From an optimization exercise on the open Yosys and OpenROAD flow, aimed at small area and a short achievable clock period; shortcuts taken in it are not production practice.
No functional check of the RTL was part of any run shown here.
Power and IR drop assume default switching activity.

==> flow/design.v (outline; a module is shown in full before it is edited, if it fits) <==
// module ioAddrDecoder: 226 lines
// module ioErrDecode: 7 lines
// module gAnd: 10 lines
// module gAoi21: 8 lines
// module gOai21: 8 lines
// module gXor2: 9 lines
// module clintGeq64: 511 lines
// module clintEq64: 187 lines
// module clintInc64: 349 lines
// module ioReadMux: 31 lines
// module clintMtipNext: 19 lines
// module plicNext: 66 lines
// module ioPlatformTop: 188 lines
module ioPlatformTop #(
  parameter int NumHarts = 2,
  parameter int NumIrqs  = 8
) (
  input  logic                clk_i,
  input  logic                arstN_i,
  input  logic                reqValid_i,
  input  logic                reqWrite_i,
  input  ioPlatformPkg::ioAddrT              reqAddr_i,
  input  ioPlatformPkg::ioDataT              reqWdata_i,
  input  logic                uartIrq_i,
  input  logic                sdIrq_i,
  output logic                rspValid_o,
  output ioPlatformPkg::ioDataT              rspData_o,
  output logic                rspErr_o,
  output logic [NumHarts-1:0] msip_o,
  output logic [NumHarts-1:0] mtip_o,
  output logic [NumHarts-1:0] extIrq_o
);
  // ...
==> flow/flow/run.sh <==
#!/bin/bash
# Standard ORFS layout (the standard.sh, standard synthesis unchanged) with
# these layout choices changed:
#  - after synthesis every combinational cell is set to its smallest drive
#    strength (flow/downsize.tcl); the repair steps upsize where timing needs it
#  - port buffers are plain buf_2 cells instead of the delay cell buffer_ports
#    picks
#  - repair_timing aims for a setup margin near the period this design reaches
# make's full output goes to flow_make.log; ORFS keeps each step's log under
# orfs/logs.
set -euo pipefail
here=$(pwd)
bash standard.sh \
  SETUP_SLACK_MARGIN=9.1 \
  "BUFFER_PORTS_ARGS=-buffer_cell sky130_fd_sc_hd__buf_2" \
  POST_SYNTH_TCL="$here/flow/downsize.tcl" \
  finish > flow_make.log 2>&1
==> flow/flow/downsize.tcl <==
# Sets every combinational cell of the synthesized netlist to the smallest
# drive strength of its function (same cell name up to the _N suffix), so
# that the later repair steps upsize only where timing asks for it.
set n 0
foreach inst [get_cells *] {
  set master [get_property $inst ref_name]
  if { ![regexp {^(sky130_fd_sc_hd__([a-z0-9]+))_([0-9]+)$} $master -> base kind size] } {
    continue
  }
  # flip-flops keep the cell synthesis gave them; tie cells stay as they are
  if { [regexp {^(df|edf|sdf|sedf|dl|conb|clk|probe|lpflow|tap|fill|decap|diode)} $kind] } {
    continue
  }
  set best ""
  set bestArea 1e9
  foreach lc [get_lib_cells */${base}_*] {
    set name [get_property $lc name]
    if { ![regexp "^${base}_\[0-9\]+\$" $name] } { continue }
    if { [get_property $lc dont_use] } { continue }
    set area [get_property $lc area]
    if { $area < $bestArea } {
      set bestArea $area
      set best $lc
    }
  }
  if { $best ne "" && [get_property $best name] ne $master } {
    replace_cell $inst $best
    incr n
  }
}
puts "downsize: $n cells set to their smallest drive strength"
==> flow/standard.sh <==
#!/bin/bash
# synth_recipe.tcl (not shown) runs the flow's synth.tcl, then flattens the netlist and writes it again
# the make line also repeats each setting of config.mk as NAME=value (left out here)
make -C /OpenROAD-flow-scripts/flow DESIGN_CONFIG=/design/flow/config.mk WORK_HOME=/design/flow/orfs CLKGATE_MAP_FILE= SYNTH_SCRIPT=/design/flow/synth_recipe.tcl "${@:-finish}"
==> flow/config.mk <==
export PLATFORM = sky130hd
export DESIGN_NAME = ioPlatformTop
export DESIGN_NICKNAME = ioPlatformTop
export VERILOG_FILES = /design/flow/design.v
export SDC_FILE = /design/flow/constraint.sdc
export NUM_CORES = 4
export LEC_CHECK = 0
export CAP_MARGIN = 20
export CORE_MARGIN = 2
export CORE_UTILIZATION = 40
export CTS_BUF_LIST = sky130_fd_sc_hd__clkbuf_4 sky130_fd_sc_hd__clkbuf_8
export SLEW_MARGIN = 20
export SYNTH_HIERARCHICAL = 1
export TNS_END_PERCENT = 0
==> flow/constraint.sdc <==
create_clock -name core_clock -period 13.0 [get_ports {clk_i}]
set_input_delay 2.6000 -clock core_clock [delete_from_list [all_inputs] [get_ports {clk_i}]]
set_output_delay 2.6000 -clock core_clock [all_outputs]
set_load 0.01 [all_outputs]
==> flow_summary.ini, run 1 <==
[global_routing]
grt_max_degree = 69
grt_pass1_wl_mm = 88.6
gr-usage-met3_pct = 4.19

[layout]
multiInputGateArea_um2 = 10700
multi_input_area_share_pct = 47.8
diodes = 4
sh_seq_area_pct = 36.3
fin_util_pct = 47.3
instances_no_fill = 2924
multi_input_gates = 1577

[timing]
fin_crit_sh_pct = 32.4
max_freq_mhz = 237
whs_ns = 0.487
rsz0062_at_grt = yes
worstMarginPinSlew_ns = 1.04

[outcome]
outcome = complete, no violations

[route]
post_drt_via_cell_ratio = 5.67
dr_wl_met3_mm = 4.00
wl_per_cell_um = 19.8

[clock_network]
cts_root_buf = clkbuf_8

[setup_path]
critPathLaunchType = primary input
cp_slowest_cell = nor4_1
critical_path_class = in2reg
setup.worst_path.start = reqWdata_i[4]

[die]
start_util_pct = 40.2
io_pins = 174

[pwr]
maxPowerGroup = sequential cells
p_int_w = 0.00161
clk-power_w = 0.000978

[worst_hold_path]
min_path_type = reg2reg

[place]
pre_cts_slack_ns = 7.68
dpl_cell_area_um2 = 20700

[synthesis]
synth_area_um2 = 19100
==> module ioAddrDecoder, before the edit <==
module ioAddrDecoder (
  input  logic        valid_i,
  input  logic        write_i,
  input  logic [31:0] addr_i,
  output logic [18:0] wrDataN_o,
  output logic [18:0] wrCtrlN_o,
  output logic [18:0] rdDataN_o,
  output logic [18:0] rdCtrlN_o
);
  logic n1;
  gAnd #(.N(2), .INV(2'b00), .NEG(1'b0)) g1 (.x_i({write_i, valid_i}), .y_o(n1));
  logic n2;
  gAnd #(.N(2), .INV(2'b10), .NEG(1'b0)) g2 (.x_i({write_i, valid_i}), .y_o(n2));
  logic n3;
  gAnd #(.N(2), .INV(2'b10), .NEG(1'b0)) g3 (.x_i({addr_i[25], addr_i[24]}), .y_o(n3));
  logic n4;
  gAnd #(.N(2), .INV(2'b11), .NEG(1'b0)) g4 (.x_i({addr_i[27], addr_i[26]}), .y_o(n4));
  logic n5;
  gAnd #(.N(2), .INV(2'b10), .NEG(1'b0)) g5 (.x_i({addr_i[29], addr_i[28]}), .y_o(n5));
  logic n6;
  gAnd #(.N(2), .INV(2'b11), .NEG(1'b0)) g6 (.x_i({addr_i[31], addr_i[30]}), .y_o(n6));
  logic n7;
  gAnd #(.N(4), .INV(4'b0000), .NEG(1'b1)) g7 (.x_i({n6, n5, n4, n3}), .y_o(n7));
  logic n8;
  gAnd #(.N(2), .INV(2'b11), .NEG(1'b0)) g8 (.x_i({addr_i[17], addr_i[16]}), .y_o(n8));
  logic n9;
  gAnd #(.N(2), .INV(2'b11), .NEG(1'b0)) g9 (.x_i({addr_i[19], addr_i[18]}), .y_o(n9));
  logic n10;
  gAnd #(.N(2), .INV(2'b11), .NEG(1'b0)) g10 (.x_i({addr_i[21], addr_i[20]}), .y_o(n10));
  logic n11;
  gAnd #(.N(2), .INV(2'b10), .NEG(1'b0)) g11 (.x_i({addr_i[23], addr_i[22]}), .y_o(n11));
  logic n12;
  gAnd #(.N(4), .INV(4'b0000), .NEG(1'b1)) g12 (.x_i({n11, n10, n9, n8}), .y_o(n12));
  logic n13;
  gAnd #(.N(2), .INV(2'b11), .NEG(1'b0)) g13 (.x_i({n12, n7}), .y_o(n13));
  logic n14;
  gAnd #(.N(2), .INV(2'b11), .NEG(1'b0)) g14 (.x_i({addr_i[9], addr_i[8]}), .y_o(n14));
  logic n15;
  gAnd #(.N(2), .INV(2'b11), .NEG(1'b0)) g15 (.x_i({addr_i[11], addr_i[10]}), .y_o(n15));
  logic n16;
  gAnd #(.N(2), .INV(2'b11), .NEG(1'b0)) g16 (.x_i({addr_i[13], addr_i[12]}), .y_o(n16));
  logic n17;
  gAnd #(.N(2), .INV(2'b11), .NEG(1'b0)) g17 (.x_i({addr_i[15], addr_i[14]}), .y_o(n17));
  logic n18;
  gAnd #(.N(4), .INV(4'b0000), .NEG(1'b1)) g18 (.x_i({n17, n16, n15, n14}), .y_o(n18));
  logic n19;
  gAnd #(.N(2), .INV(2'b11), .NEG(1'b0)) g19 (.x_i({addr_i[1], addr_i[0]}), .y_o(n19));
  logic n20;
  gAnd #(.N(2), .INV(2'b11), .NEG(1'b0)) g20 (.x_i({addr_i[3], addr_i[2]}), .y_o(n20));
  logic n21;
  gAnd #(.N(2), .INV(2'b11), .NEG(1'b0)) g21 (.x_i({addr_i[5], addr_i[4]}), .y_o(n21));
  logic n22;
  gAnd #(.N(2), .INV(2'b11), .NEG(1'b0)) g22 (.x_i({addr_i[7], addr_i[6]}), .y_o(n22));
  logic n23;
  gAnd #(.N(4), .INV(4'b0000), .NEG(1'b1)) g23 (.x_i({n22, n21, n20, n19}), .y_o(n23));
  logic n24;
  gAnd #(.N(2), .INV(2'b11), .NEG(1'b0)) g24 (.x_i({n23, n18}), .y_o(n24));
  logic n25;
  gAnd #(.N(2), .INV(2'b01), .NEG(1'b0)) g25 (.x_i({addr_i[3], addr_i[2]}), .y_o(n25));
  logic n26;
  gAnd #(.N(4), .INV(4'b0000), .NEG(1'b1)) g26 (.x_i({n22, n21, n25, n19}), .y_o(n26));
  logic n27;
  gAnd #(.N(2), .INV(2'b11), .NEG(1'b0)) g27 (.x_i({n26, n18}), .y_o(n27));
  logic n28;
  gAnd #(.N(2), .INV(2'b10), .NEG(1'b0)) g28 (.x_i({addr_i[15], addr_i[14]}), .y_o(n28));
  logic n29;
  gAnd #(.N(4), .INV(4'b0000), .NEG(1'b1)) g29 (.x_i({n28, n16, n15, n14}), .y_o(n29));
  logic n30;
  gAnd #(.N(2), .INV(2'b11), .NEG(1'b0)) g30 (.x_i({n23, n29}), .y_o(n30));
  logic n31;
  gAnd #(.N(2), .INV(2'b11), .NEG(1'b0)) g31 (.x_i({n26, n29}), .y_o(n31));
  logic n32;
  gAnd #(.N(2), .INV(2'b00), .NEG(1'b0)) g32 (.x_i({addr_i[9], addr_i[8]}), .y_o(n32));
  logic n33;
  gAnd #(.N(2), .INV(2'b00), .NEG(1'b0)) g33 (.x_i({addr_i[11], addr_i[10]}), .y_o(n33));
  logic n34;
  gAnd #(.N(2), .INV(2'b00), .NEG(1'b0)) g34 (.x_i({addr_i[13], addr_i[12]}), .y_o(n34));
  logic n35;
  gAnd #(.N(2), .INV(2'b01), .NEG(1'b0)) g35 (.x_i({addr_i[15], addr_i[14]}), .y_o(n35));
  logic n36;
  gAnd #(.N(4), .INV(4'b0000), .NEG(1'b1)) g36 (.x_i({n35, n34, n33, n32}), .y_o(n36));
  logic n37;
  gAnd #(.N(2), .INV(2'b00), .NEG(1'b0)) g37 (.x_i({addr_i[5], addr_i[4]}), .y_o(n37));
  logic n38;
  gAnd #(.N(2), .INV(2'b00), .NEG(1'b0)) g38 (.x_i({addr_i[7], addr_i[6]}), .y_o(n38));
  logic n39;
  gAnd #(.N(4), .INV(4'b0000), .NEG(1'b1)) g39 (.x_i({n38, n37, n25, n19}), .y_o(n39));
  logic n40;
  gAnd #(.N(2), .INV(2'b11), .NEG(1'b0)) g40 (.x_i({n39, n36}), .y_o(n40));
  logic n41;
  gAnd #(.N(2), .INV(2'b11), .NEG(1'b0)) g41 (.x_i({addr_i[23], addr_i[22]}), .y_o(n41));
  logic n42;
  gAnd #(.N(4), .INV(4'b0000), .NEG(1'b1)) g42 (.x_i({n41, n10, n9, n8}), .y_o(n42));
  logic n43;
  gAnd #(.N(2), .INV(2'b11), .NEG(1'b0)) g43 (.x_i({n42, n7}), .y_o(n43));
  logic n44;
  gAnd #(.N(2), .INV(2'b10), .NEG(1'b0)) g44 (.x_i({addr_i[5], addr_i[4]}), .y_o(n44));
  logic n45;
  gAnd #(.N(4), .INV(4'b0000), .NEG(1'b1)) g45 (.x_i({n22, n44, n20, n19}), .y_o(n45));
  logic n46;
  gAnd #(.N(2), .INV(2'b11), .NEG(1'b0)) g46 (.x_i({n45, n18}), .y_o(n46));
  logic n47;
  gAnd #(.N(4), .INV(4'b0000), .NEG(1'b1)) g47 (.x_i({n22, n44, n25, n19}), .y_o(n47));
  logic n48;
  gAnd #(.N(2), .INV(2'b11), .NEG(1'b0)) g48 (.x_i({n47, n18}), .y_o(n48));
  logic n49;
  gAnd #(.N(2), .INV(2'b01), .NEG(1'b0)) g49 (.x_i({addr_i[5], addr_i[4]}), .y_o(n49));
  logic n50;
  gAnd #(.N(4), .INV(4'b0000), .NEG(1'b1)) g50 (.x_i({n22, n49, n20, n19}), .y_o(n50));
  logic n51;
  gAnd #(.N(2), .INV(2'b11), .NEG(1'b0)) g51 (.x_i({n50, n18}), .y_o(n51));
  logic n52;
  gAnd #(.N(4), .INV(4'b0000), .NEG(1'b1)) g52 (.x_i({n22, n49, n25, n19}), .y_o(n52));
  logic n53;
  gAnd #(.N(2), .INV(2'b11), .NEG(1'b0)) g53 (.x_i({n52, n18}), .y_o(n53));
  logic n54;
  gAnd #(.N(4), .INV(4'b0000), .NEG(1'b1)) g54 (.x_i({n22, n37, n20, n19}), .y_o(n54));
  logic n55;
  gAnd #(.N(2), .INV(2'b11), .NEG(1'b0)) g55 (.x_i({n54, n18}), .y_o(n55));
  logic n56;
  gAnd #(.N(4), .INV(4'b0000), .NEG(1'b1)) g56 (.x_i({n22, n37, n25, n19}), .y_o(n56));
  logic n57;
  gAnd #(.N(2), .INV(2'b11), .NEG(1'b0)) g57 (.x_i({n56, n18}), .y_o(n57));
  logic n58;
  gAnd #(.N(2), .INV(2'b10), .NEG(1'b0)) g58 (.x_i({addr_i[13], addr_i[12]}), .y_o(n58));
  logic n59;
  gAnd #(.N(4), .INV(4'b0000), .NEG(1'b1)) g59 (.x_i({n17, n58, n15, n14}), .y_o(n59));
  logic n60;
  gAnd #(.N(2), .INV(2'b11), .NEG(1'b0)) g60 (.x_i({n23, n59}), .y_o(n60));
  logic n61;
  gAnd #(.N(2), .INV(2'b01), .NEG(1'b0)) g61 (.x_i({addr_i[13], addr_i[12]}), .y_o(n61));
  logic n62;
  gAnd #(.N(4), .INV(4'b0000), .NEG(1'b1)) g62 (.x_i({n17, n61, n15, n14}), .y_o(n62));
  logic n63;
  gAnd #(.N(2), .INV(2'b11), .NEG(1'b0)) g63 (.x_i({n23, n62}), .y_o(n63));
  logic n64;
  gAnd #(.N(2), .INV(2'b01), .NEG(1'b0)) g64 (.x_i({addr_i[7], addr_i[6]}), .y_o(n64));
  logic n65;
  gAnd #(.N(4), .INV(4'b0000), .NEG(1'b1)) g65 (.x_i({n64, n21, n20, n19}), .y_o(n65));
  logic n66;
  gAnd #(.N(2), .INV(2'b11), .NEG(1'b0)) g66 (.x_i({n65, n62}), .y_o(n66));
  logic n67;
  gAnd #(.N(2), .INV(2'b01), .NEG(1'b0)) g67 (.x_i({addr_i[21], addr_i[20]}), .y_o(n67));
  logic n68;
  gAnd #(.N(4), .INV(4'b0000), .NEG(1'b1)) g68 (.x_i({n41, n67, n9, n8}), .y_o(n68));
  logic n69;
  gAnd #(.N(2), .INV(2'b11), .NEG(1'b0)) g69 (.x_i({n68, n7}), .y_o(n69));
  logic n70;
  gAnd #(.N(2), .INV(2'b11), .NEG(1'b0)) g70 (.x_i({n26, n59}), .y_o(n70));
  gAnd #(.N(3), .INV(3'b000), .NEG(1'b1)) g71 (.x_i({n1, n24, n13}), .y_o(wrDataN_o[0]));
  gAnd #(.N(3), .INV(3'b000), .NEG(1'b1)) g72 (.x_i({n1, n27, n13}), .y_o(wrDataN_o[1]));
  gAnd #(.N(3), .INV(3'b000), .NEG(1'b1)) g73 (.x_i({n1, n30, n13}), .y_o(wrDataN_o[2]));
  gAnd #(.N(3), .INV(3'b000), .NEG(1'b1)) g74 (.x_i({n1, n31, n13}), .y_o(wrDataN_o[3]));
  gAnd #(.N(3), .INV(3'b000), .NEG(1'b1)) g75 (.x_i({n1, n40, n13}), .y_o(wrDataN_o[4]));
  gAnd #(.N(3), .INV(3'b000), .NEG(1'b1)) g76 (.x_i({n1, n27, n43}), .y_o(wrDataN_o[5]));
  gAnd #(.N(3), .INV(3'b000), .NEG(1'b1)) g77 (.x_i({n1, n46, n43}), .y_o(wrDataN_o[6]));
  gAnd #(.N(3), .INV(3'b000), .NEG(1'b1)) g78 (.x_i({n1, n48, n43}), .y_o(wrDataN_o[7]));
  gAnd #(.N(3), .INV(3'b000), .NEG(1'b1)) g79 (.x_i({n1, n51, n43}), .y_o(wrDataN_o[8]));
  gAnd #(.N(3), .INV(3'b000), .NEG(1'b1)) g80 (.x_i({n1, n53, n43}), .y_o(wrDataN_o[9]));
  gAnd #(.N(3), .INV(3'b000), .NEG(1'b1)) g81 (.x_i({n1, n55, n43}), .y_o(wrDataN_o[10]));
  gAnd #(.N(3), .INV(3'b000), .NEG(1'b1)) g82 (.x_i({n1, n57, n43}), .y_o(wrDataN_o[11]));
  gAnd #(.N(3), .INV(3'b000), .NEG(1'b1)) g83 (.x_i({n1, n60, n43}), .y_o(wrDataN_o[12]));
  gAnd #(.N(3), .INV(3'b000), .NEG(1'b1)) g84 (.x_i({n1, n63, n43}), .y_o(wrDataN_o[13]));
  gAnd #(.N(3), .INV(3'b000), .NEG(1'b1)) g85 (.x_i({n1, n66, n43}), .y_o(wrDataN_o[14]));
  gAnd #(.N(3), .INV(3'b000), .NEG(1'b1)) g86 (.x_i({n1, n24, n69}), .y_o(wrDataN_o[15]));
  gAnd #(.N(3), .INV(3'b000), .NEG(1'b1)) g87 (.x_i({n1, n60, n69}), .y_o(wrDataN_o[16]));
  gAnd #(.N(3), .INV(3'b000), .NEG(1'b1)) g88 (.x_i({n1, n27, n69}), .y_o(wrDataN_o[17]));
  gAnd #(.N(3), .INV(3'b000), .NEG(1'b1)) g89 (.x_i({n1, n70, n69}), .y_o(wrDataN_o[18]));
  gAnd #(.N(3), .INV(3'b000), .NEG(1'b1)) g90 (.x_i({n1, n24, n13}), .y_o(wrCtrlN_o[0]));
  gAnd #(.N(3), .INV(3'b000), .NEG(1'b1)) g91 (.x_i({n1, n27, n13}), .y_o(wrCtrlN_o[1]));
  gAnd #(.N(3), .INV(3'b000), .NEG(1'b1)) g92 (.x_i({n1, n30, n13}), .y_o(wrCtrlN_o[2]));
  gAnd #(.N(3), .INV(3'b000), .NEG(1'b1)) g93 (.x_i({n1, n31, n13}), .y_o(wrCtrlN_o[3]));
  gAnd #(.N(3), .INV(3'b000), .NEG(1'b1)) g94 (.x_i({n1, n40, n13}), .y_o(wrCtrlN_o[4]));
  gAnd #(.N(3), .INV(3'b000), .NEG(1'b1)) g95 (.x_i({n1, n27, n43}), .y_o(wrCtrlN_o[5]));
  gAnd #(.N(3), .INV(3'b000), .NEG(1'b1)) g96 (.x_i({n1, n46, n43}), .y_o(wrCtrlN_o[6]));
  gAnd #(.N(3), .INV(3'b000), .NEG(1'b1)) g97 (.x_i({n1, n48, n43}), .y_o(wrCtrlN_o[7]));
  gAnd #(.N(3), .INV(3'b000), .NEG(1'b1)) g98 (.x_i({n1, n51, n43}), .y_o(wrCtrlN_o[8]));
  gAnd #(.N(3), .INV(3'b000), .NEG(1'b1)) g99 (.x_i({n1, n53, n43}), .y_o(wrCtrlN_o[9]));
  gAnd #(.N(3), .INV(3'b000), .NEG(1'b1)) g100 (.x_i({n1, n55, n43}), .y_o(wrCtrlN_o[10]));
  gAnd #(.N(3), .INV(3'b000), .NEG(1'b1)) g101 (.x_i({n1, n57, n43}), .y_o(wrCtrlN_o[11]));
  gAnd #(.N(3), .INV(3'b000), .NEG(1'b1)) g102 (.x_i({n1, n60, n43}), .y_o(wrCtrlN_o[12]));
  gAnd #(.N(3), .INV(3'b000), .NEG(1'b1)) g103 (.x_i({n1, n63, n43}), .y_o(wrCtrlN_o[13]));
  gAnd #(.N(3), .INV(3'b000), .NEG(1'b1)) g104 (.x_i({n1, n66, n43}), .y_o(wrCtrlN_o[14]));
  gAnd #(.N(3), .INV(3'b000), .NEG(1'b1)) g105 (.x_i({n1, n24, n69}), .y_o(wrCtrlN_o[15]));
  gAnd #(.N(3), .INV(3'b000), .NEG(1'b1)) g106 (.x_i({n1, n60, n69}), .y_o(wrCtrlN_o[16]));
  gAnd #(.N(3), .INV(3'b000), .NEG(1'b1)) g107 (.x_i({n1, n27, n69}), .y_o(wrCtrlN_o[17]));
  gAnd #(.N(3), .INV(3'b000), .NEG(1'b1)) g108 (.x_i({n1, n70, n69}), .y_o(wrCtrlN_o[18]));
  gAnd #(.N(3), .INV(3'b000), .NEG(1'b1)) g109 (.x_i({n2, n24, n13}), .y_o(rdDataN_o[0]));
  gAnd #(.N(3), .INV(3'b000), .NEG(1'b1)) g110 (.x_i({n2, n27, n13}), .y_o(rdDataN_o[1]));
  gAnd #(.N(3), .INV(3'b000), .NEG(1'b1)) g111 (.x_i({n2, n30, n13}), .y_o(rdDataN_o[2]));
  gAnd #(.N(3), .INV(3'b000), .NEG(1'b1)) g112 (.x_i({n2, n31, n13}), .y_o(rdDataN_o[3]));
  gAnd #(.N(3), .INV(3'b000), .NEG(1'b1)) g113 (.x_i({n2, n40, n13}), .y_o(rdDataN_o[4]));
  gAnd #(.N(3), .INV(3'b000), .NEG(1'b1)) g114 (.x_i({n2, n27, n43}), .y_o(rdDataN_o[5]));
  gAnd #(.N(3), .INV(3'b000), .NEG(1'b1)) g115 (.x_i({n2, n46, n43}), .y_o(rdDataN_o[6]));
  gAnd #(.N(3), .INV(3'b000), .NEG(1'b1)) g116 (.x_i({n2, n48, n43}), .y_o(rdDataN_o[7]));
  gAnd #(.N(3), .INV(3'b000), .NEG(1'b1)) g117 (.x_i({n2, n51, n43}), .y_o(rdDataN_o[8]));
  gAnd #(.N(3), .INV(3'b000), .NEG(1'b1)) g118 (.x_i({n2, n53, n43}), .y_o(rdDataN_o[9]));
  gAnd #(.N(3), .INV(3'b000), .NEG(1'b1)) g119 (.x_i({n2, n55, n43}), .y_o(rdDataN_o[10]));
  gAnd #(.N(3), .INV(3'b000), .NEG(1'b1)) g120 (.x_i({n2, n57, n43}), .y_o(rdDataN_o[11]));
  gAnd #(.N(3), .INV(3'b000), .NEG(1'b1)) g121 (.x_i({n2, n60, n43}), .y_o(rdDataN_o[12]));
  gAnd #(.N(3), .INV(3'b000), .NEG(1'b1)) g122 (.x_i({n2, n63, n43}), .y_o(rdDataN_o[13]));
  gAnd #(.N(3), .INV(3'b000), .NEG(1'b1)) g123 (.x_i({n2, n66, n43}), .y_o(rdDataN_o[14]));
  gAnd #(.N(3), .INV(3'b000), .NEG(1'b1)) g124 (.x_i({n2, n24, n69}), .y_o(rdDataN_o[15]));
  gAnd #(.N(3), .INV(3'b000), .NEG(1'b1)) g125 (.x_i({n2, n60, n69}), .y_o(rdDataN_o[16]));
  gAnd #(.N(3), .INV(3'b000), .NEG(1'b1)) g126 (.x_i({n2, n27, n69}), .y_o(rdDataN_o[17]));
  gAnd #(.N(3), .INV(3'b000), .NEG(1'b1)) g127 (.x_i({n2, n70, n69}), .y_o(rdDataN_o[18]));
  gAnd #(.N(3), .INV(3'b000), .NEG(1'b1)) g128 (.x_i({n2, n24, n13}), .y_o(rdCtrlN_o[0]));
  gAnd #(.N(3), .INV(3'b000), .NEG(1'b1)) g129 (.x_i({n2, n27, n13}), .y_o(rdCtrlN_o[1]));
  gAnd #(.N(3), .INV(3'b000), .NEG(1'b1)) g130 (.x_i({n2, n30, n13}), .y_o(rdCtrlN_o[2]));
  gAnd #(.N(3), .INV(3'b000), .NEG(1'b1)) g131 (.x_i({n2, n31, n13}), .y_o(rdCtrlN_o[3]));
  gAnd #(.N(3), .INV(3'b000), .NEG(1'b1)) g132 (.x_i({n2, n40, n13}), .y_o(rdCtrlN_o[4]));
  gAnd #(.N(3), .INV(3'b000), .NEG(1'b1)) g133 (.x_i({n2, n27, n43}), .y_o(rdCtrlN_o[5]));
  gAnd #(.N(3), .INV(3'b000), .NEG(1'b1)) g134 (.x_i({n2, n46, n43}), .y_o(rdCtrlN_o[6]));
  gAnd #(.N(3), .INV(3'b000), .NEG(1'b1)) g135 (.x_i({n2, n48, n43}), .y_o(rdCtrlN_o[7]));
  gAnd #(.N(3), .INV(3'b000), .NEG(1'b1)) g136 (.x_i({n2, n51, n43}), .y_o(rdCtrlN_o[8]));
  gAnd #(.N(3), .INV(3'b000), .NEG(1'b1)) g137 (.x_i({n2, n53, n43}), .y_o(rdCtrlN_o[9]));
  gAnd #(.N(3), .INV(3'b000), .NEG(1'b1)) g138 (.x_i({n2, n55, n43}), .y_o(rdCtrlN_o[10]));
  gAnd #(.N(3), .INV(3'b000), .NEG(1'b1)) g139 (.x_i({n2, n57, n43}), .y_o(rdCtrlN_o[11]));
  gAnd #(.N(3), .INV(3'b000), .NEG(1'b1)) g140 (.x_i({n2, n60, n43}), .y_o(rdCtrlN_o[12]));
  gAnd #(.N(3), .INV(3'b000), .NEG(1'b1)) g141 (.x_i({n2, n63, n43}), .y_o(rdCtrlN_o[13]));
  gAnd #(.N(3), .INV(3'b000), .NEG(1'b1)) g142 (.x_i({n2, n66, n43}), .y_o(rdCtrlN_o[14]));
  gAnd #(.N(3), .INV(3'b000), .NEG(1'b1)) g143 (.x_i({n2, n24, n69}), .y_o(rdCtrlN_o[15]));
  gAnd #(.N(3), .INV(3'b000), .NEG(1'b1)) g144 (.x_i({n2, n60, n69}), .y_o(rdCtrlN_o[16]));
  gAnd #(.N(3), .INV(3'b000), .NEG(1'b1)) g145 (.x_i({n2, n27, n69}), .y_o(rdCtrlN_o[17]));
  gAnd #(.N(3), .INV(3'b000), .NEG(1'b1)) g146 (.x_i({n2, n70, n69}), .y_o(rdCtrlN_o[18]));
endmodule
==> module ioReadMux, before the edit <==
module ioReadMux (
  input  logic [18:0] rd_i,
  input  logic [63:0] mtime_i,
  input  logic [63:0] cmp0_i,
  input  logic [63:0] cmp1_i,
  input  logic [1:0]  cmpZero_i,
  input  logic [1:0]  msip_i,
  input  logic [20:0] prio_i,
  input  logic [2:1]  pend_i,
  input  logic [7:0]  en0_i,
  input  logic [7:0]  en1_i,
  input  logic [2:0]  thr0_i,
  input  logic [2:0]  thr1_i,
  input  logic [1:0]  best0_i,
  input  logic [1:0]  best1_i,
  output logic [63:0] rd_o
);
  always_comb begin
    rd_o = ({64{rd_i[4]}} & mtime_i)
         | ({64{rd_i[2] && !cmpZero_i[0]}} & cmp0_i)
         | ({64{rd_i[3] && !cmpZero_i[1]}} & cmp1_i);
    rd_o[0] = rd_o[0] | (rd_i[0] && msip_i[0]) | (rd_i[1] && msip_i[1]);
    for (int s = 1; s < 8; s++) begin
      rd_o[2:0] = rd_o[2:0] | ({3{rd_i[4 + s]}} & prio_i[3 * (s - 1) +: 3]);
    end
    rd_o[2:1] = rd_o[2:1] | ({2{rd_i[12]}} & pend_i);
    rd_o[7:0] = rd_o[7:0] | ({8{rd_i[13]}} & en0_i) | ({8{rd_i[14]}} & en1_i);
    rd_o[2:0] = rd_o[2:0] | ({3{rd_i[15]}} & thr0_i) | ({3{rd_i[16]}} & thr1_i);
    rd_o[1:0] = rd_o[1:0] | ({2{rd_i[17]}} & best0_i) | ({2{rd_i[18]}} & best1_i);
  end
endmodule
==> run 2: changes to the inputs <==
--- a/flow/design.v
+++ b/flow/design.v
@@ -19,17 +19,18 @@
   localparam ioAddrT PlicThrOff   = 32'h0020_0000;
   localparam ioAddrT PlicClaimOff = 32'h0020_0008;
   localparam int PrioWidth = 3;
 endpackage
 module ioAddrDecoder (
   input  logic        valid_i,
   input  logic        write_i,
   input  logic [31:0] addr_i,
-  output logic [18:0] wrDataN_o,
+  output logic [11:0] wrWideN_o,
+  output logic [11:0] rdWideN_o,
   output logic [18:0] wrCtrlN_o,
   output logic [18:0] rdDataN_o,
   output logic [18:0] rdCtrlN_o
 );
   logic n1;
   gAnd #(.N(2), .INV(2'b00), .NEG(1'b0)) g1 (.x_i({write_i, valid_i}), .y_o(n1));
   logic n2;
   gAnd #(.N(2), .INV(2'b10), .NEG(1'b0)) g2 (.x_i({write_i, valid_i}), .y_o(n2));
@@ -164,92 +165,97 @@
   logic n67;
   gAnd #(.N(2), .INV(2'b01), .NEG(1'b0)) g67 (.x_i({addr_i[21], addr_i[20]}), .y_o(n67));
   logic n68;
   gAnd #(.N(4), .INV(4'b0000), .NEG(1'b1)) g68 (.x_i({n41, n67, n9, n8}), .y_o(n68));
   logic n69;
   gAnd #(.N(2), .INV(2'b11), .NEG(1'b0)) g69 (.x_i({n68, n7}), .y_o(n69));
   logic n70;
   gAnd #(.N(2), .INV(2'b11), .NEG(1'b0)) g70 (.x_i({n26, n59}), .y_o(n70));
-  gAnd #(.N(3), .INV(3'b000), .NEG(1'b1)) g71 (.x_i({n1, n24, n13}), .y_o(wrDataN_o[0]));
-  gAnd #(.N(3), .INV(3'b000), .NEG(1'b1)) g72 (.x_i({n1, n27, n13}), .y_o(wrDataN_o[1]));
-  gAnd #(.N(3), .INV(3'b000), .NEG(1'b1)) g73 (.x_i({n1, n30, n13}), .y_o(wrDataN_o[2]));
-  gAnd #(.N(3), .INV(3'b000), .NEG(1'b1)) g74 (.x_i({n1, n31, n13}), .y_o(wrDataN_o[3]));
-  gAnd #(.N(3), .INV(3'b000), .NEG(1'b1)) g75 (.x_i({n1, n40, n13}), .y_o(wrDataN_o[4]));
-  gAnd #(.N(3), .INV(3'b000), .NEG(1'b1)) g76 (.x_i({n1, n27, n43}), .y_o(wrDataN_o[5]));
-  gAnd #(.N(3), .INV(3'b000), .NEG(1'b1)) g77 (.x_i({n1, n46, n43}), .y_o(wrDataN_o[6]));
-  gAnd #(.N(3), .INV(3'b000), .NEG(1'b1)) g78 (.x_i({n1, n48, n43}), .y_o(wrDataN_o[7]));
-  gAnd #(.N(3), .INV(3'b000), .NEG(1'b1)) g79 (.x_i({n1, n51, n43}), .y_o(wrDataN_o[8]));
-  gAnd #(.N(3), .INV(3'b000), .NEG(1'b1)) g80 (.x_i({n1, n53, n43}), .y_o(wrDataN_o[9]));
-  gAnd #(.N(3), .INV(3'b000), .NEG(1'b1)) g81 (.x_i({n1, n55, n43}), .y_o(wrDataN_o[10]));
-  gAnd #(.N(3), .INV(3'b000), .NEG(1'b1)) g82 (.x_i({n1, n57, n43}), .y_o(wrDataN_o[11]));
-  gAnd #(.N(3), .INV(3'b000), .NEG(1'b1)) g83 (.x_i({n1, n60, n43}), .y_o(wrDataN_o[12]));
-  gAnd #(.N(3), .INV(3'b000), .NEG(1'b1)) g84 (.x_i({n1, n63, n43}), .y_o(wrDataN_o[13]));
-  gAnd #(.N(3), .INV(3'b000), .NEG(1'b1)) g85 (.x_i({n1, n66, n43}), .y_o(wrDataN_o[14]));
-  gAnd #(.N(3), .INV(3'b000), .NEG(1'b1)) g86 (.x_i({n1, n24, n69}), .y_o(wrDataN_o[15]));
-  gAnd #(.N(3), .INV(3'b000), .NEG(1'b1)) g87 (.x_i({n1, n60, n69}), .y_o(wrDataN_o[16]));
-  gAnd #(.N(3), .INV(3'b000), .NEG(1'b1)) g88 (.x_i({n1, n27, n69}), .y_o(wrDataN_o[17]));
-  gAnd #(.N(3), .INV(3'b000), .NEG(1'b1)) g89 (.x_i({n1, n70, n69}), .y_o(wrDataN_o[18]));
-  gAnd #(.N(3), .INV(3'b000), .NEG(1'b1)) g90 (.x_i({n1, n24, n13}), .y_o(wrCtrlN_o[0]));
-  gAnd #(.N(3), .INV(3'b000), .NEG(1'b1)) g91 (.x_i({n1, n27, n13}), .y_o(wrCtrlN_o[1]));
-  gAnd #(.N(3), .INV(3'b000), .NEG(1'b1)) g92 (.x_i({n1, n30, n13}), .y_o(wrCtrlN_o[2]));
-  gAnd #(.N(3), .INV(3'b000), .NEG(1'b1)) g93 (.x_i({n1, n31, n13}), .y_o(wrCtrlN_o[3]));
-  gAnd #(.N(3), .INV(3'b000), .NEG(1'b1)) g94 (.x_i({n1, n40, n13}), .y_o(wrCtrlN_o[4]));
-  gAnd #(.N(3), .INV(3'b000), .NEG(1'b1)) g95 (.x_i({n1, n27, n43}), .y_o(wrCtrlN_o[5]));
-  gAnd #(.N(3), .INV(3'b000), .NEG(1'b1)) g96 (.x_i({n1, n46, n43}), .y_o(wrCtrlN_o[6]));
-  gAnd #(.N(3), .INV(3'b000), .NEG(1'b1)) g97 (.x_i({n1, n48, n43}), .y_o(wrCtrlN_o[7]));
-  gAnd #(.N(3), .INV(3'b000), .NEG(1'b1)) g98 (.x_i({n1, n51, n43}), .y_o(wrCtrlN_o[8]));
-  gAnd #(.N(3), .INV(3'b000), .NEG(1'b1)) g99 (.x_i({n1, n53, n43}), .y_o(wrCtrlN_o[9]));
-  gAnd #(.N(3), .INV(3'b000), .NEG(1'b1)) g100 (.x_i({n1, n55, n43}), .y_o(wrCtrlN_o[10]));
-  gAnd #(.N(3), .INV(3'b000), .NEG(1'b1)) g101 (.x_i({n1, n57, n43}), .y_o(wrCtrlN_o[11]));
-  gAnd #(.N(3), .INV(3'b000), .NEG(1'b1)) g102 (.x_i({n1, n60, n43}), .y_o(wrCtrlN_o[12]));
-  gAnd #(.N(3), .INV(3'b000), .NEG(1'b1)) g103 (.x_i({n1, n63, n43}), .y_o(wrCtrlN_o[13]));
-  gAnd #(.N(3), .INV(3'b000), .NEG(1'b1)) g104 (.x_i({n1, n66, n43}), .y_o(wrCtrlN_o[14]));
-  gAnd #(.N(3), .INV(3'b000), .NEG(1'b1)) g105 (.x_i({n1, n24, n69}), .y_o(wrCtrlN_o[15]));
-  gAnd #(.N(3), .INV(3'b000), .NEG(1'b1)) g106 (.x_i({n1, n60, n69}), .y_o(wrCtrlN_o[16]));
-  gAnd #(.N(3), .INV(3'b000), .NEG(1'b1)) g107 (.x_i({n1, n27, n69}), .y_o(wrCtrlN_o[17]));
-  gAnd #(.N(3), .INV(3'b000), .NEG(1'b1)) g108 (.x_i({n1, n70, n69}), .y_o(wrCtrlN_o[18]));
-  gAnd #(.N(3), .INV(3'b000), .NEG(1'b1)) g109 (.x_i({n2, n24, n13}), .y_o(rdDataN_o[0]));
-  gAnd #(.N(3), .INV(3'b000), .NEG(1'b1)) g110 (.x_i({n2, n27, n13}), .y_o(rdDataN_o[1]));
-  gAnd #(.N(3), .INV(3'b000), .NEG(1'b1)) g111 (.x_i({n2, n30, n13}), .y_o(rdDataN_o[2]));
-  gAnd #(.N(3), .INV(3'b000), .NEG(1'b1)) g112 (.x_i({n2, n31, n13}), .y_o(rdDataN_o[3]));
-  gAnd #(.N(3), .INV(3'b000), .NEG(1'b1)) g113 (.x_i({n2, n40, n13}), .y_o(rdDataN_o[4]));
-  gAnd #(.N(3), .INV(3'b000), .NEG(1'b1)) g114 (.x_i({n2, n27, n43}), .y_o(rdDataN_o[5]));
-  gAnd #(.N(3), .INV(3'b000), .NEG(1'b1)) g115 (.x_i({n2, n46, n43}), .y_o(rdDataN_o[6]));
-  gAnd #(.N(3), .INV(3'b000), .NEG(1'b1)) g116 (.x_i({n2, n48, n43}), .y_o(rdDataN_o[7]));
-  gAnd #(.N(3), .INV(3'b000), .NEG(1'b1)) g117 (.x_i({n2, n51, n43}), .y_o(rdDataN_o[8]));
-  gAnd #(.N(3), .INV(3'b000), .NEG(1'b1)) g118 (.x_i({n2, n53, n43}), .y_o(rdDataN_o[9]));
-  gAnd #(.N(3), .INV(3'b000), .NEG(1'b1)) g119 (.x_i({n2, n55, n43}), .y_o(rdDataN_o[10]));
-  gAnd #(.N(3), .INV(3'b000), .NEG(1'b1)) g120 (.x_i({n2, n57, n43}), .y_o(rdDataN_o[11]));
-  gAnd #(.N(3), .INV(3'b000), .NEG(1'b1)) g121 (.x_i({n2, n60, n43}), .y_o(rdDataN_o[12]));
-  gAnd #(.N(3), .INV(3'b000), .NEG(1'b1)) g122 (.x_i({n2, n63, n43}), .y_o(rdDataN_o[13]));
-  gAnd #(.N(3), .INV(3'b000), .NEG(1'b1)) g123 (.x_i({n2, n66, n43}), .y_o(rdDataN_o[14]));
-  gAnd #(.N(3), .INV(3'b000), .NEG(1'b1)) g124 (.x_i({n2, n24, n69}), .y_o(rdDataN_o[15]));
-  gAnd #(.N(3), .INV(3'b000), .NEG(1'b1)) g125 (.x_i({n2, n60, n69}), .y_o(rdDataN_o[16]));
-  gAnd #(.N(3), .INV(3'b000), .NEG(1'b1)) g126 (.x_i({n2, n27, n69}), .y_o(rdDataN_o[17]));
-  gAnd #(.N(3), .INV(3'b000), .NEG(1'b1)) g127 (.x_i({n2, n70, n69}), .y_o(rdDataN_o[18]));
-  gAnd #(.N(3), .INV(3'b000), .NEG(1'b1)) g128 (.x_i({n2, n24, n13}), .y_o(rdCtrlN_o[0]));
-  gAnd #(.N(3), .INV(3'b000), .NEG(1'b1)) g129 (.x_i({n2, n27, n13}), .y_o(rdCtrlN_o[1]));
-  gAnd #(.N(3), .INV(3'b000), .NEG(1'b1)) g130 (.x_i({n2, n30, n13}), .y_o(rdCtrlN_o[2]));
-  gAnd #(.N(3), .INV(3'b000), .NEG(1'b1)) g131 (.x_i({n2, n31, n13}), .y_o(rdCtrlN_o[3]));
-  gAnd #(.N(3), .INV(3'b000), .NEG(1'b1)) g132 (.x_i({n2, n40, n13}), .y_o(rdCtrlN_o[4]));
-  gAnd #(.N(3), .INV(3'b000), .NEG(1'b1)) g133 (.x_i({n2, n27, n43}), .y_o(rdCtrlN_o[5]));
-  gAnd #(.N(3), .INV(3'b000), .NEG(1'b1)) g134 (.x_i({n2, n46, n43}), .y_o(rdCtrlN_o[6]));
-  gAnd #(.N(3), .INV(3'b000), .NEG(1'b1)) g135 (.x_i({n2, n48, n43}), .y_o(rdCtrlN_o[7]));
-  gAnd #(.N(3), .INV(3'b000), .NEG(1'b1)) g136 (.x_i({n2, n51, n43}), .y_o(rdCtrlN_o[8]));
-  gAnd #(.N(3), .INV(3'b000), .NEG(1'b1)) g137 (.x_i({n2, n53, n43}), .y_o(rdCtrlN_o[9]));
-  gAnd #(.N(3), .INV(3'b000), .NEG(1'b1)) g138 (.x_i({n2, n55, n43}), .y_o(rdCtrlN_o[10]));
-  gAnd #(.N(3), .INV(3'b000), .NEG(1'b1)) g139 (.x_i({n2, n57, n43}), .y_o(rdCtrlN_o[11]));
-  gAnd #(.N(3), .INV(3'b000), .NEG(1'b1)) g140 (.x_i({n2, n60, n43}), .y_o(rdCtrlN_o[12]));
-  gAnd #(.N(3), .INV(3'b000), .NEG(1'b1)) g141 (.x_i({n2, n63, n43}), .y_o(rdCtrlN_o[13]));
-  gAnd #(.N(3), .INV(3'b000), .NEG(1'b1)) g142 (.x_i({n2, n66, n43}), .y_o(rdCtrlN_o[14]));
-  gAnd #(.N(3), .INV(3'b000), .NEG(1'b1)) g143 (.x_i({n2, n24, n69}), .y_o(rdCtrlN_o[15]));
-  gAnd #(.N(3), .INV(3'b000), .NEG(1'b1)) g144 (.x_i({n2, n60, n69}), .y_o(rdCtrlN_o[16]));
-  gAnd #(.N(3), .INV(3'b000), .NEG(1'b1)) g145 (.x_i({n2, n27, n69}), .y_o(rdCtrlN_o[17]));
-  gAnd #(.N(3), .INV(3'b000), .NEG(1'b1)) g146 (.x_i({n2, n70, n69}), .y_o(rdCtrlN_o[18]));
+  gAnd #(.N(3), .INV(3'b000), .NEG(1'b1)) g71 (.x_i({n1, n24, n13}), .y_o(wrCtrlN_o[0]));
+  gAnd #(.N(3), .INV(3'b000), .NEG(1'b1)) g72 (.x_i({n1, n27, n13}), .y_o(wrCtrlN_o[1]));
+  gAnd #(.N(3), .INV(3'b000), .NEG(1'b1)) g73 (.x_i({n1, n30, n13}), .y_o(wrCtrlN_o[2]));
+  gAnd #(.N(3), .INV(3'b000), .NEG(1'b1)) g74 (.x_i({n1, n31, n13}), .y_o(wrCtrlN_o[3]));
+  gAnd #(.N(3), .INV(3'b000), .NEG(1'b1)) g75 (.x_i({n1, n40, n13}), .y_o(wrCtrlN_o[4]));
+  gAnd #(.N(3), .INV(3'b000), .NEG(1'b1)) g76 (.x_i({n1, n27, n43}), .y_o(wrCtrlN_o[5]));
+  gAnd #(.N(3), .INV(3'b000), .NEG(1'b1)) g77 (.x_i({n1, n46, n43}), .y_o(wrCtrlN_o[6]));
+  gAnd #(.N(3), .INV(3'b000), .NEG(1'b1)) g78 (.x_i({n1, n48, n43}), .y_o(wrCtrlN_o[7]));
+  gAnd #(.N(3), .INV(3'b000), .NEG(1'b1)) g79 (.x_i({n1, n51, n43}), .y_o(wrCtrlN_o[8]));
+  gAnd #(.N(3), .INV(3'b000), .NEG(1'b1)) g80 (.x_i({n1, n53, n43}), .y_o(wrCtrlN_o[9]));
+  gAnd #(.N(3), .INV(3'b000), .NEG(1'b1)) g81 (.x_i({n1, n55, n43}), .y_o(wrCtrlN_o[10]));
+  gAnd #(.N(3), .INV(3'b000), .NEG(1'b1)) g82 (.x_i({n1, n57, n43}), .y_o(wrCtrlN_o[11]));
+  gAnd #(.N(3), .INV(3'b000), .NEG(1'b1)) g83 (.x_i({n1, n60, n43}), .y_o(wrCtrlN_o[12]));
+  gAnd #(.N(3), .INV(3'b000), .NEG(1'b1)) g84 (.x_i({n1, n63, n43}), .y_o(wrCtrlN_o[13]));
+  gAnd #(.N(3), .INV(3'b000), .NEG(1'b1)) g85 (.x_i({n1, n66, n43}), .y_o(wrCtrlN_o[14]));
+  gAnd #(.N(3), .INV(3'b000), .NEG(1'b1)) g86 (.x_i({n1, n24, n69}), .y_o(wrCtrlN_o[15]));
+  gAnd #(.N(3), .INV(3'b000), .NEG(1'b1)) g87 (.x_i({n1, n60, n69}), .y_o(wrCtrlN_o[16]));
+  gAnd #(.N(3), .INV(3'b000), .NEG(1'b1)) g88 (.x_i({n1, n27, n69}), .y_o(wrCtrlN_o[17]));
+  gAnd #(.N(3), .INV(3'b000), .NEG(1'b1)) g89 (.x_i({n1, n70, n69}), .y_o(wrCtrlN_o[18]));
+  gAnd #(.N(3), .INV(3'b000), .NEG(1'b1)) g90 (.x_i({n2, n24, n13}), .y_o(rdDataN_o[0]));
+  gAnd #(.N(3), .INV(3'b000), .NEG(1'b1)) g91 (.x_i({n2, n27, n13}), .y_o(rdDataN_o[1]));
+  gAnd #(.N(3), .INV(3'b000), .NEG(1'b1)) g92 (.x_i({n2, n30, n13}), .y_o(rdDataN_o[2]));
+  gAnd #(.N(3), .INV(3'b000), .NEG(1'b1)) g93 (.x_i({n2, n31, n13}), .y_o(rdDataN_o[3]));
+  gAnd #(.N(3), .INV(3'b000), .NEG(1'b1)) g94 (.x_i({n2, n40, n13}), .y_o(rdDataN_o[4]));
+  gAnd #(.N(3), .INV(3'b000), .NEG(1'b1)) g95 (.x_i({n2, n27, n43}), .y_o(rdDataN_o[5]));
+  gAnd #(.N(3), .INV(3'b000), .NEG(1'b1)) g96 (.x_i({n2, n46, n43}), .y_o(rdDataN_o[6]));
+  gAnd #(.N(3), .INV(3'b000), .NEG(1'b1)) g97 (.x_i({n2, n48, n43}), .y_o(rdDataN_o[7]));
+  gAnd #(.N(3), .INV(3'b000), .NEG(1'b1)) g98 (.x_i({n2, n51, n43}), .y_o(rdDataN_o[8]));
+  gAnd #(.N(3), .INV(3'b000), .NEG(1'b1)) g99 (.x_i({n2, n53, n43}), .y_o(rdDataN_o[9]));
+  gAnd #(.N(3), .INV(3'b000), .NEG(1'b1)) g100 (.x_i({n2, n55, n43}), .y_o(rdDataN_o[10]));
+  gAnd #(.N(3), .INV(3'b000), .NEG(1'b1)) g101 (.x_i({n2, n57, n43}), .y_o(rdDataN_o[11]));
+  gAnd #(.N(3), .INV(3'b000), .NEG(1'b1)) g102 (.x_i({n2, n60, n43}), .y_o(rdDataN_o[12]));
+  gAnd #(.N(3), .INV(3'b000), .NEG(1'b1)) g103 (.x_i({n2, n63, n43}), .y_o(rdDataN_o[13]));
+  gAnd #(.N(3), .INV(3'b000), .NEG(1'b1)) g104 (.x_i({n2, n66, n43}), .y_o(rdDataN_o[14]));
+  gAnd #(.N(3), .INV(3'b000), .NEG(1'b1)) g105 (.x_i({n2, n24, n69}), .y_o(rdDataN_o[15]));
+  gAnd #(.N(3), .INV(3'b000), .NEG(1'b1)) g106 (.x_i({n2, n60, n69}), .y_o(rdDataN_o[16]));
+  gAnd #(.N(3), .INV(3'b000), .NEG(1'b1)) g107 (.x_i({n2, n27, n69}), .y_o(rdDataN_o[17]));
+  gAnd #(.N(3), .INV(3'b000), .NEG(1'b1)) g108 (.x_i({n2, n70, n69}), .y_o(rdDataN_o[18]));
+  gAnd #(.N(3), .INV(3'b000), .NEG(1'b1)) g109 (.x_i({n2, n24, n13}), .y_o(rdCtrlN_o[0]));
+  gAnd #(.N(3), .INV(3'b000), .NEG(1'b1)) g110 (.x_i({n2, n27, n13}), .y_o(rdCtrlN_o[1]));
+  gAnd #(.N(3), .INV(3'b000), .NEG(1'b1)) g111 (.x_i({n2, n30, n13}), .y_o(rdCtrlN_o[2]));
+  gAnd #(.N(3), .INV(3'b000), .NEG(1'b1)) g112 (.x_i({n2, n31, n13}), .y_o(rdCtrlN_o[3]));
+  gAnd #(.N(3), .INV(3'b000), .NEG(1'b1)) g113 (.x_i({n2, n40, n13}), .y_o(rdCtrlN_o[4]));
+  gAnd #(.N(3), .INV(3'b000), .NEG(1'b1)) g114 (.x_i({n2, n27, n43}), .y_o(rdCtrlN_o[5]));
+  gAnd #(.N(3), .INV(3'b000), .NEG(1'b1)) g115 (.x_i({n2, n46, n43}), .y_o(rdCtrlN_o[6]));
+  gAnd #(.N(3), .INV(3'b000), .NEG(1'b1)) g116 (.x_i({n2, n48, n43}), .y_o(rdCtrlN_o[7]));
+  gAnd #(.N(3), .INV(3'b000), .NEG(1'b1)) g117 (.x_i({n2, n51, n43}), .y_o(rdCtrlN_o[8]));
+  gAnd #(.N(3), .INV(3'b000), .NEG(1'b1)) g118 (.x_i({n2, n53, n43}), .y_o(rdCtrlN_o[9]));
+  gAnd #(.N(3), .INV(3'b000), .NEG(1'b1)) g119 (.x_i({n2, n55, n43}), .y_o(rdCtrlN_o[10]));
+  gAnd #(.N(3), .INV(3'b000), .NEG(1'b1)) g120 (.x_i({n2, n57, n43}), .y_o(rdCtrlN_o[11]));
+  gAnd #(.N(3), .INV(3'b000), .NEG(1'b1)) g121 (.x_i({n2, n60, n43}), .y_o(rdCtrlN_o[12]));
+  gAnd #(.N(3), .INV(3'b000), .NEG(1'b1)) g122 (.x_i({n2, n63, n43}), .y_o(rdCtrlN_o[13]));
+  gAnd #(.N(3), .INV(3'b000), .NEG(1'b1)) g123 (.x_i({n2, n66, n43}), .y_o(rdCtrlN_o[14]));
+  gAnd #(.N(3), .INV(3'b000), .NEG(1'b1)) g124 (.x_i({n2, n24, n69}), .y_o(rdCtrlN_o[15]));
+  gAnd #(.N(3), .INV(3'b000), .NEG(1'b1)) g125 (.x_i({n2, n60, n69}), .y_o(rdCtrlN_o[16]));
+  gAnd #(.N(3), .INV(3'b000), .NEG(1'b1)) g126 (.x_i({n2, n27, n69}), .y_o(rdCtrlN_o[17]));
+  gAnd #(.N(3), .INV(3'b000), .NEG(1'b1)) g127 (.x_i({n2, n70, n69}), .y_o(rdCtrlN_o[18]));
+  gAnd #(.N(3), .INV(3'b000), .NEG(1'b1)) g128 (.x_i({n1, n30, n13}), .y_o(wrWideN_o[0]));
+  gAnd #(.N(3), .INV(3'b000), .NEG(1'b1)) g129 (.x_i({n1, n31, n13}), .y_o(wrWideN_o[1]));
+  gAnd #(.N(3), .INV(3'b000), .NEG(1'b1)) g130 (.x_i({n1, n40, n13}), .y_o(wrWideN_o[2]));
+  gAnd #(.N(3), .INV(3'b000), .NEG(1'b1)) g131 (.x_i({n1, n30, n13}), .y_o(wrWideN_o[3]));
+  gAnd #(.N(3), .INV(3'b000), .NEG(1'b1)) g132 (.x_i({n1, n31, n13}), .y_o(wrWideN_o[4]));
+  gAnd #(.N(3), .INV(3'b000), .NEG(1'b1)) g133 (.x_i({n1, n40, n13}), .y_o(wrWideN_o[5]));
+  gAnd #(.N(3), .INV(3'b000), .NEG(1'b1)) g134 (.x_i({n1, n30, n13}), .y_o(wrWideN_o[6]));
+  gAnd #(.N(3), .INV(3'b000), .NEG(1'b1)) g135 (.x_i({n1, n31, n13}), .y_o(wrWideN_o[7]));
+  gAnd #(.N(3), .INV(3'b000), .NEG(1'b1)) g136 (.x_i({n1, n40, n13}), .y_o(wrWideN_o[8]));
+  gAnd #(.N(3), .INV(3'b000), .NEG(1'b1)) g137 (.x_i({n1, n30, n13}), .y_o(wrWideN_o[9]));
+  gAnd #(.N(3), .INV(3'b000), .NEG(1'b1)) g138 (.x_i({n1, n31, n13}), .y_o(wrWideN_o[10]));
+  gAnd #(.N(3), .INV(3'b000), .NEG(1'b1)) g139 (.x_i({n1, n40, n13}), .y_o(wrWideN_o[11]));
+  gAnd #(.N(3), .INV(3'b000), .NEG(1'b1)) g140 (.x_i({n2, n30, n13}), .y_o(rdWideN_o[0]));
+  gAnd #(.N(3), .INV(3'b000), .NEG(1'b1)) g141 (.x_i({n2, n31, n13}), .y_o(rdWideN_o[1]));
+  gAnd #(.N(3), .INV(3'b000), .NEG(1'b1)) g142 (.x_i({n2, n40, n13}), .y_o(rdWideN_o[2]));
+  gAnd #(.N(3), .INV(3'b000), .NEG(1'b1)) g143 (.x_i({n2, n30, n13}), .y_o(rdWideN_o[3]));
+  gAnd #(.N(3), .INV(3'b000), .NEG(1'b1)) g144 (.x_i({n2, n31, n13}), .y_o(rdWideN_o[4]));
+  gAnd #(.N(3), .INV(3'b000), .NEG(1'b1)) g145 (.x_i({n2, n40, n13}), .y_o(rdWideN_o[5]));
+  gAnd #(.N(3), .INV(3'b000), .NEG(1'b1)) g146 (.x_i({n2, n30, n13}), .y_o(rdWideN_o[6]));
+  gAnd #(.N(3), .INV(3'b000), .NEG(1'b1)) g147 (.x_i({n2, n31, n13}), .y_o(rdWideN_o[7]));
+  gAnd #(.N(3), .INV(3'b000), .NEG(1'b1)) g148 (.x_i({n2, n40, n13}), .y_o(rdWideN_o[8]));
+  gAnd #(.N(3), .INV(3'b000), .NEG(1'b1)) g149 (.x_i({n2, n30, n13}), .y_o(rdWideN_o[9]));
+  gAnd #(.N(3), .INV(3'b000), .NEG(1'b1)) g150 (.x_i({n2, n31, n13}), .y_o(rdWideN_o[10]));
+  gAnd #(.N(3), .INV(3'b000), .NEG(1'b1)) g151 (.x_i({n2, n40, n13}), .y_o(rdWideN_o[11]));
 endmodule
 module ioErrDecode (
   input  logic        valid_i,
   input  logic [31:0] addr_i,
   output logic        err_o
 );
   assign err_o = valid_i && addr_i[31:16] != 16'h1140 && addr_i[31:22] != 10'h044;
 endmodule
@@ -1332,35 +1338,38 @@
   gXor2 #(.INV(1'b1)) g200 (.a_i(x_i[62]), .b_i(n199), .y_o(inc_o[62]));
   logic n201;
   gAnd #(.N(2), .INV(2'b00), .NEG(1'b1)) g201 (.x_i({n78, n88}), .y_o(n201));
   gXor2 #(.INV(1'b1)) g202 (.a_i(x_i[63]), .b_i(n201), .y_o(inc_o[63]));
   assign allOnes_o = n90;
 endmodule
 module ioReadMux (
   input  logic [18:0] rd_i,
+  input  logic [11:0] rdWide_i,
   input  logic [63:0] mtime_i,
   input  logic [63:0] cmp0_i,
   input  logic [63:0] cmp1_i,
   input  logic [1:0]  cmpZero_i,
   input  logic [1:0]  msip_i,
   input  logic [20:0] prio_i,
   input  logic [2:1]  pend_i,
   input  logic [7:0]  en0_i,
   input  logic [7:0]  en1_i,
   input  logic [2:0]  thr0_i,
   input  logic [2:0]  thr1_i,
   input  logic [1:0]  best0_i,
   input  logic [1:0]  best1_i,
   output logic [63:0] rd_o
 );
   always_comb begin
-    rd_o = ({64{rd_i[4]}} & mtime_i)
-         | ({64{rd_i[2] && !cmpZero_i[0]}} & cmp0_i)
-         | ({64{rd_i[3] && !cmpZero_i[1]}} & cmp1_i);
+    for (int k = 0; k < 4; k++) begin
+      rd_o[16*k +: 16] = ({16{rdWide_i[3*k + 2]}} & mtime_i[16*k +: 16])
+                       | ({16{rdWide_i[3*k] && !cmpZero_i[0]}} & cmp0_i[16*k +: 16])
+                       | ({16{rdWide_i[3*k + 1] && !cmpZero_i[1]}} & cmp1_i[16*k +: 16]);
+    end
     rd_o[0] = rd_o[0] | (rd_i[0] && msip_i[0]) | (rd_i[1] && msip_i[1]);
     for (int s = 1; s < 8; s++) begin
       rd_o[2:0] = rd_o[2:0] | ({3{rd_i[4 + s]}} & prio_i[3 * (s - 1) +: 3]);
     end
     rd_o[2:1] = rd_o[2:1] | ({2{rd_i[12]}} & pend_i);
     rd_o[7:0] = rd_o[7:0] | ({8{rd_i[13]}} & en0_i) | ({8{rd_i[14]}} & en1_i);
     rd_o[2:0] = rd_o[2:0] | ({3{rd_i[15]}} & thr0_i) | ({3{rd_i[16]}} & thr1_i);
     rd_o[1:0] = rd_o[1:0] | ({2{rd_i[17]}} & best0_i) | ({2{rd_i[18]}} & best1_i);
@@ -1467,29 +1476,32 @@
   output ioPlatformPkg::ioDataT              rspData_o,
   output logic                rspErr_o,
   output logic [NumHarts-1:0] msip_o,
   output logic [NumHarts-1:0] mtip_o,
   output logic [NumHarts-1:0] extIrq_o
 );
   logic [63:0] w;
   assign w = reqWdata_i;
-  logic [18:0] wrD, wrC, rdR, rdC;
-  logic [18:0] wrDN, wrCN, rdRN, rdCN;
+  logic [11:0] wrW, rdW, wrWN, rdWN;
+  logic [18:0] wrC, rdR, rdC;
+  logic [18:0] wrCN, rdRN, rdCN;
   logic        errC;
   ioAddrDecoder dec (
     .valid_i   (reqValid_i),
     .write_i   (reqWrite_i),
     .addr_i    (reqAddr_i),
-    .wrDataN_o (wrDN),
+    .wrWideN_o (wrWN),
+    .rdWideN_o (rdWN),
     .wrCtrlN_o (wrCN),
     .rdDataN_o (rdRN),
     .rdCtrlN_o (rdCN)
   );
-  assign wrD = ~wrDN;
+  assign wrW = ~wrWN;
+  assign rdW = ~rdWN;
   assign wrC = ~wrCN;
   assign rdR = ~rdRN;
   assign rdC = ~rdCN;
   ioErrDecode errDec (
     .valid_i (reqValid_i),
     .addr_i  (reqAddr_i),
     .err_o   (errC)
   );
@@ -1498,32 +1510,34 @@
   logic [1:0]  cmpZeroQ;
   logic [1:0]  msipQ;
   logic [2:0]  prioQ [8];
   logic [7:0]  en0Q, en1Q;
   logic [2:0]  thr0Q, thr1Q;
   logic [2:1]  pendQ, inflQ;
   logic        validQ, errQ;
   logic [63:0] rdQ;
-  logic [1:0]  mtipQ, extQ;
+  logic [1:0]  mtipNQ, extQ;
   logic [63:0] mtimeP1, mtimeD, cmp0D, cmp1D;
   logic [1:0]  cmpZeroD, msipD;
   logic [2:0]  prioD [8];
   logic [7:0]  en0D, en1D;
   logic [2:0]  thr0D, thr1D;
   logic [2:1]  lines, pendD, inflD;
   logic allOnes;
   clintInc64 inc (
     .x_i       (mtimeQ),
     .inc_o     (mtimeP1),
     .allOnes_o (allOnes)
   );
-  assign mtimeD  = wrD[4] ? w : mtimeP1;
-  assign cmp0D   = wrD[2] ? w : cmp0Q;
-  assign cmp1D   = wrD[3] ? w : cmp1Q;
+  for (genvar k = 0; k < 4; k++) begin : gSlice
+    assign mtimeD[16*k +: 16] = wrW[3*k + 2] ? w[16*k +: 16] : mtimeP1[16*k +: 16];
+    assign cmp0D[16*k +: 16]  = wrW[3*k]     ? w[16*k +: 16] : cmp0Q[16*k +: 16];
+    assign cmp1D[16*k +: 16]  = wrW[3*k + 1] ? w[16*k +: 16] : cmp1Q[16*k +: 16];
+  end
   assign cmpZeroD[0] = cmpZeroQ[0] && !wrC[2];
   assign cmpZeroD[1] = cmpZeroQ[1] && !wrC[3];
   assign msipD[0] = wrC[0] ? w[0] : msipQ[0];
   assign msipD[1] = wrC[1] ? w[0] : msipQ[1];
   always_comb begin
     prioD[0] = 3'd0;
     for (int s = 1; s < 8; s++) begin
       prioD[s] = wrC[4 + s] ? w[2:0] : prioQ[s];
@@ -1564,22 +1578,23 @@
   clintMtipNext mtipNext (
     .wrTime_i  (wrC[4]),
     .wrCmp_i   (wrC[3:2]),
     .geWCmp_i  ({ge1, ge0}),
     .geTW_i    (geTW),
     .eqTCmp_i  ({eq1, eq0}),
     .allOnes_i (allOnes),
     .cmpZero_i (cmpZeroQ),
-    .mtip_i    (mtipQ),
+    .mtip_i    (~mtipNQ),
     .mtip_o    (mtipD)
   );
   logic [63:0] rdD;
   ioReadMux readMux (
     .rd_i      (rdR),
+    .rdWide_i  (rdW),
     .mtime_i   (mtimeQ),
     .cmp0_i    (cmp0Q),
     .cmp1_i    (cmp1Q),
     .cmpZero_i (cmpZeroQ),
     .msip_i    (msipQ),
     .prio_i    ({prioQ[7], prioQ[6], prioQ[5], prioQ[4], prioQ[3], prioQ[2], prioQ[1]}),
     .pend_i    (pendQ),
     .en0_i     (en0Q),
@@ -1601,41 +1616,41 @@
       en0Q     <= '0;
       en1Q     <= '0;
       thr0Q    <= '0;
       thr1Q    <= '0;
       pendQ    <= '0;
       inflQ    <= '0;
       validQ   <= 1'b0;
       errQ     <= 1'b0;
-      mtipQ    <= '1;
+      mtipNQ   <= '0;
       extQ     <= '0;
     end else begin
       mtimeQ   <= mtimeD;
       cmpZeroQ <= cmpZeroD;
       msipQ    <= msipD;
       for (int s = 0; s < 8; s++) begin
         prioQ[s] <= prioD[s];
       end
       en0Q     <= en0D;
       en1Q     <= en1D;
       thr0Q    <= thr0D;
       thr1Q    <= thr1D;
       pendQ    <= pendD;
       inflQ    <= inflD;
       validQ   <= reqValid_i;
       errQ     <= errC;
-      mtipQ    <= mtipD;
+      mtipNQ   <= ~mtipD;
       extQ     <= extD;
     end
   end
   always_ff @(posedge clk_i) begin
     cmp0Q <= cmp0D;
     cmp1Q <= cmp1D;
     rdQ   <= rdD;
   end
   assign rspValid_o = validQ;
   assign rspErr_o   = errQ;
   assign rspData_o  = rdQ;
   assign msip_o     = msipQ;
-  assign mtip_o     = mtipQ;
+  assign mtip_o     = ~mtipNQ;
   assign extIrq_o   = extQ;
 endmodule
==> flow_summary.ini, run 2 <==
[synthesis]
yosysWarnings = 15
synth_area_um2 = 19300
synth_area_per_cell_um2 = 9.29
synthCells = 2075
synth_nets = 2177

[clock_network]
cts_sinks = 313
clk_pin_slew_worst_paths_ns = 0.06
clk_path_buf_depth = 3
cts_root_buf = clkbuf_8
h-tree-depth = 2
numCtsBuffers = 58
hold_buffers = 0
clkLatencyLatePin_ns = 0.67
cts_tree = done

[timing]
max_freq_mhz = 240
setup_viol = 0
hold_viol_final = 0
slew-limit-headroom_pct = 35.5
tns_ns = 0
slew_violations = 0
clock_skew_ns = 0.0397
rsz0062_at_grt = yes
fin_crit_sh_pct = 32.1
worstMarginPinSlew_ns = 0.968
fin_crit_ns = 4.18

[setup_path]
path_common_cell = nand4_1
crit_arrival_ns = 4.72
worst_setup_path_end_kind = flip-flop
rr_worst_depth = 17
required_ns = 13.55
crit_family = simple AND/OR/NAND/NOR gates
max_stage_delay_ns = 0.51
worstReg2RegStart = mtimeQ[8]
worstPathCellList = buf_2 -> nor2b_4 -> nand4_1 -> buf_4 -> nor2_4 -> nand3_1 -> inv_1 -> nor2_1 -> nor3_1 -> nand4_1 -> or4_4 -> o32a_1
r2r-end = mtipNQ[1]
cp_slowest_cell = or4_4
crit_path_max_fanout = 5
crit_buf_inv = 3
rrSetupSlack_ns = 8.96
critical_path_class = in2reg
critPathLaunchType = primary input

[layout]
register_area_um2 = 8160
layout_commonest_cell = a21oi_1
fillers = 4487
final_cell_mix = 251 x a21oi_1, 247 x nor2b_1, 196 x nand2b_1
layout.nets = 2413
area_growth_pct = 18.2
layout-drive-gt1-share_pct = 15.8
multiInputGateArea_um2 = 10900

[worst_hold_path]
hold_start = en0Q[6]
hold-path-cell-count = 1
hold_end = en0Q[6]
min_path_type = reg2reg

[global_routing]
grt_util_all_layers_pct = 23.2
grt_max_degree = 72
grt_pass1_vias = 16500
antenna_found_initial = 7
overflow = 0
grt_pass1_wl_mm = 91.2

[die]
rows = 80
start_util_pct = 40.5
io_pins = 174
die_w_um = 224
die_area_um2 = 50000
core-area_um2 = 47600
die_h_um = 224

[place]
portBuffers = 173
place.gp.congestion = 0.879
hpwl_mm = 42.2

[flow_run]
drv_cap = 0

[route]
drc = 0
drt-total-wl_mm = 59.3
vias = 16900
postRouteAntennaNets = 0
drt_first_pass_iters = 6
wl_per_cell_um = 19.9
dr.first_iter.drc_count = 1630
post_drt_via_cell_ratio = 5.66

[pwr]
leakagePower_nw = 9.49
vdd_drop_max_mv = 0.0569
power-per-cell-area_nw_per_um2 = 96.3
total_power_w = 0.00220

[outcome]
outcome = complete, no violations
-- run 2: cell types whose count changed in the layout (fill, tap and decap cells not counted), sizes merged, moves of 3 or more --
cell and delta:
inv +17, nor2b +6, clkbuf +6, clkinv -6
buf +10, nand3 +18, clkinvlp +3
-- run 2: area by class of cell --
| type | count | area share, % |
|---|---|---|
| antenna | 3 | 0.0329 |
| timing repair buffer | 212 | 5.31 |
| multi-input combinational | 1602 | 47.8 |
| sequential | 313 | 35.8 |
| clock inverter | 23 | 0.724 |
| clock buffer | 87 | 4.87 |
| inverter | 124 | 2.14 |
| tap | 615 | 3.38 |
-- run 2: metal layers --
| metal | vias to the layer above | GRT usage, % | wire length [µm] |
|---|---|---|---|
| li1 | 7935 | - | - |
| met1 | 8175 | 30.1 | 25000 |
| met2 | 620 | 38.9 | 28500 |
| met3 | 123 | 3.80 | 3930 |
| met4 | 6 | 8.82 | 1830 |
| met5 | - | 0 | 39 |
-- run 2: worst max path at each step --
stage	start	end	slack, ns	cells past startpoint
floorplan	reqAddr_i[24]	inflQ[1]	8.52	10
global placement	reqAddr_i[1]	mtimeQ[55]	7.62	6
detailed placement	reqAddr_i[2]	mtimeQ[55]	7.52	6
CTS	reqAddr_i[7]	inflQ[1]	8.85	12
global route	mtimeQ[1]	mtipNQ[1]	8.74	18
finish	reqAddr_i[3]	inflQ[1]	8.82	12
-- run 2: timing repair --
item                                    in CTS  in global routing
gates resized for setup                     45                 27
cloned                                       1                  0
buffers inserted                            12                 14
endpoints found under the setup margin     281                264
pin swaps                                    7                 12
-- run 2: where the power goes --
part | internal, W | switching (W) | leakage, nW
Combinational | 0.0000460 | 0.0000852 | 5.49
Clock | 0.000587 | 0.000451 | 0.678
Sequential | 0.00103 | 0.0000000573 | 3.31
Total | 0.00166 | 0.000536 | 9.49
-- run 2: metrics by stage --
step	util [%]	cell area [µm²]	hold slack, ns	setup WS [ns]	std cells
after floorplan	-	19400	0.451	8.52	2075
after global placement	43.9	20900	0.474	7.62	2839
after detailed placement	43.9	20900	0.485	7.52	2839
after CTS	47.3	22500	0.498	8.85	2962
after global routing	47.8	22800	0.501	8.74	2977
final	47.8	22800	0.496	8.82	2979

==> re-timing with driven ports <==
Ports are ideal in the flow. The routed layouts listed here were re-timed in OpenROAD.
Step 1 assumes that a clkbuf_16 drives the clock port and a buf_2 every other input.
Step 2 also shifts input and output timing later by t, the mid clock arrival at the registers, as if the neighbouring blocks saw the same clock.
a / b / c = no drivers / after step 1 / after step 2; a / b = the first two.
run	t, ns	slack for setup (ns)
run 1	0.689	8.786 / 8.801 / 8.112
run 2	0.702	8.825 / 8.852 / 8.151
After both steps every run listed still meets setup and hold.
